Background: an optimization exercise with open tools, aiming at small area, a short achievable clock period and few clock cycles per item. Do not read the settings as production practice.
In this exercise RTL edits were held to simulation tests only and were not proved equivalent to the original.
Power is estimated from default activity; no workload was simulated.

// fp_mult_unit
module fp_mult_unit
(
    input  logic                clk,
    input  logic                rst_n,
    input  logic                clk_en,
    input  logic                start,
    input  logic [FP_WIDTH-1:0] dataa,
    input  logic [FP_WIDTH-1:0] datab,
    output logic [FP_WIDTH-1:0] result,
    output logic                done,
    output logic                busy
);
For scale: roughly 2100 cells after synthesis, roughly 18000 um^2 of cells after synthesis.
==> flow/config.mk <==
export PLATFORM = sky130hd
export DESIGN_NAME = fp_mult_unit
export DESIGN_NICKNAME = fp_mult_unit
export VERILOG_FILES = /design/flow/design.v
export SDC_FILE = /design/flow/constraint.sdc
export NUM_CORES = 4
export LEC_CHECK = 0
export ABC_AREA = 1
export CAP_MARGIN = 20
export CORE_MARGIN = 2
export CORE_UTILIZATION = 60
export CTS_BUF_LIST = sky130_fd_sc_hd__clkbuf_8
export PLACE_DENSITY = 0.7
export SLEW_MARGIN = 20
==> flow/constraint.sdc <==
create_clock -name core_clock -period 12.0 [get_ports {clk}]
set_input_delay 2.4000 -clock core_clock [delete_from_list [all_inputs] [get_ports {clk}]]
set_output_delay 2.4000 -clock core_clock [all_outputs]
set_load 0.01 [all_outputs]
standard.sh (not shown) runs the stock make flow with config.mk's settings and CLKGATE_MAP_FILE= SYNTH_SCRIPT=/design/flow/synth_recipe.tcl, a recipe that flattens the netlist after the stock synthesis.
==> flow/flow/run.sh <==
#!/bin/bash
# Own layout flow: the standard flow, with three changes.
#  1. The ports are buffered with buf_4 instead of the buffer buffer_ports
#     picks by default (the inputs fan out straight into the multiplier).
#  2. Between synthesis and floorplan, flow/fixinv.py re-polarises the full
#     adders of the standard synthesis (a full adder is self-dual) so that
#     fewer inverters sit between them; registers and logic function are
#     unchanged.
#  3. Timing repair aims at 5.5 ns of setup slack.
#  4. After synthesis, the slow low-power inverters and delay buffers are kept
#     out of the resizer's choices.
set -euo pipefail
cd "$(dirname "$0")/.."
export BUFFER_PORTS_ARGS="-buffer_cell sky130_fd_sc_hd__buf_4"
R=orfs/results/sky130hd/fp_mult_unit/base
bash standard.sh synth > synth.log 2>&1
cp $R/1_2_yosys.v 1_2_yosys.standard.v
python3 flow/fixinv.py 1_2_yosys.standard.v 1_2_yosys.fixinv.v > fixinv.log 2>&1
cp 1_2_yosys.fixinv.v $R/1_2_yosys.v
rm -f $R/1_synth.odb $R/1_synth.sdc
export SETUP_SLACK_MARGIN=5.5
export DONT_USE_CELLS="sky130_fd_sc_hd__clkinvlp_2 sky130_fd_sc_hd__clkinvlp_4 sky130_fd_sc_hd__clkdlybuf4s15_1 sky130_fd_sc_hd__clkdlybuf4s15_2 sky130_fd_sc_hd__clkdlybuf4s18_1 sky130_fd_sc_hd__clkdlybuf4s18_2 sky130_fd_sc_hd__clkdlybuf4s25_1 sky130_fd_sc_hd__clkdlybuf4s25_2 sky130_fd_sc_hd__clkdlybuf4s50_1 sky130_fd_sc_hd__clkdlybuf4s50_2"
bash standard.sh > layout.log 2>&1
Other scripts of this flow, unchanged in this note and not shown: flow/flow/fixinv.py
The starting point ran to the end with no violations.
Testbench counts at the start, summed over its fixed seeds: cycles 8,000, items 8,000.
Rerun with:
--- a/flow/flow/run.sh
+++ b/flow/flow/run.sh
@@ -8,3 +8,3 @@
 #     unchanged.
-#  3. Timing repair aims at 5.5 ns of setup slack.
+#  3. Timing repair aims at 5.65 ns of setup slack.
 #  4. After synthesis, the slow low-power inverters and delay buffers are kept
@@ -20,3 +20,3 @@
 rm -f $R/1_synth.odb $R/1_synth.sdc
-export SETUP_SLACK_MARGIN=5.5
+export SETUP_SLACK_MARGIN=5.65
 export DONT_USE_CELLS="sky130_fd_sc_hd__clkinvlp_2 sky130_fd_sc_hd__clkinvlp_4 sky130_fd_sc_hd__clkdlybuf4s15_1 sky130_fd_sc_hd__clkdlybuf4s15_2 sky130_fd_sc_hd__clkdlybuf4s18_1 sky130_fd_sc_hd__clkdlybuf4s18_2 sky130_fd_sc_hd__clkdlybuf4s25_1 sky130_fd_sc_hd__clkdlybuf4s25_2 sky130_fd_sc_hd__clkdlybuf4s50_1 sky130_fd_sc_hd__clkdlybuf4s50_2"
--- a/flow/config.mk
+++ b/flow/config.mk
@@ -11,3 +11,2 @@
 export CORE_UTILIZATION = 60
-export CTS_BUF_LIST = sky130_fd_sc_hd__clkbuf_8
 export PLACE_DENSITY = 0.7
Effect: The changed run passed the timing, design-rule and antenna checks; final area goes up by 4.4%; wire length climbs by 5.6%; combinational power came out higher by about 3%; sequential cell count is unchanged; fmax increases by 1.2%; core utilization rose by 3.0 points; via count is higher by 3.8%.
Rerun with:
--- a/flow/flow/run.sh
+++ b/flow/flow/run.sh
@@ -8,3 +8,3 @@
 #     unchanged.
-#  3. Timing repair aims at 5.65 ns of setup slack.
+#  3. Timing repair aims at 5.5 ns of setup slack.
 #  4. After synthesis, the slow low-power inverters and delay buffers are kept
@@ -20,3 +20,3 @@
 rm -f $R/1_synth.odb $R/1_synth.sdc
-export SETUP_SLACK_MARGIN=5.65
+export SETUP_SLACK_MARGIN=5.5
 export DONT_USE_CELLS="sky130_fd_sc_hd__clkinvlp_2 sky130_fd_sc_hd__clkinvlp_4 sky130_fd_sc_hd__clkdlybuf4s15_1 sky130_fd_sc_hd__clkdlybuf4s15_2 sky130_fd_sc_hd__clkdlybuf4s18_1 sky130_fd_sc_hd__clkdlybuf4s18_2 sky130_fd_sc_hd__clkdlybuf4s25_1 sky130_fd_sc_hd__clkdlybuf4s25_2 sky130_fd_sc_hd__clkdlybuf4s50_1 sky130_fd_sc_hd__clkdlybuf4s50_2"
--- a/flow/config.mk
+++ b/flow/config.mk
@@ -10,4 +10,4 @@
 export CORE_MARGIN = 2
-export CORE_UTILIZATION = 60
-export PLACE_DENSITY = 0.7
+export CORE_UTILIZATION = 50
+export PLACE_DENSITY = 0.6
 export SLEW_MARGIN = 20
Result:
- first-iteration DRC count falls by well over a third
- wire length goes down by a few percent
- die area came out higher by about a fifth
- worst setup slack gets worse by 83 ps
- final area went down by a few percent

[what the ideal ports hide]
The flow's constraints put no driver on any port. The routed layouts listed below were extracted and timed again, unchanged, in two steps.
Step 1 assumes that a clkbuf_16 drives the clock port and a buf_2 every other input.
Step 2 adds t to the input delays and takes it off the output delays; t is the mean of the earliest and latest rising clock arrival at the registers after step 1. Input paths then give back, and output paths get back, about the clock's delay inside the block.
a / b / c = no drivers / after step 1 / after step 2; a / b = the first two.
run | t (ns) | setup slack, ns | latest minus earliest clock arrival (ns) | cell pins on the clock port's net
the first run | 0.426 | 5.573 / 5.587 / 5.160 | 0.028 / 0.027 | 1
the second run | 0.410 | 5.651 / 5.612 / 5.202 | 0.023 / 0.022 | 1
the third run | 0.408 | 5.569 / 5.590 / 5.182 | 0.020 / 0.020 | 1
After both steps every run listed still meets setup and hold. For the second run, which loses most, drivers alone change the setup slack by -0.039 ns; drivers and shift together by -0.449 ns.
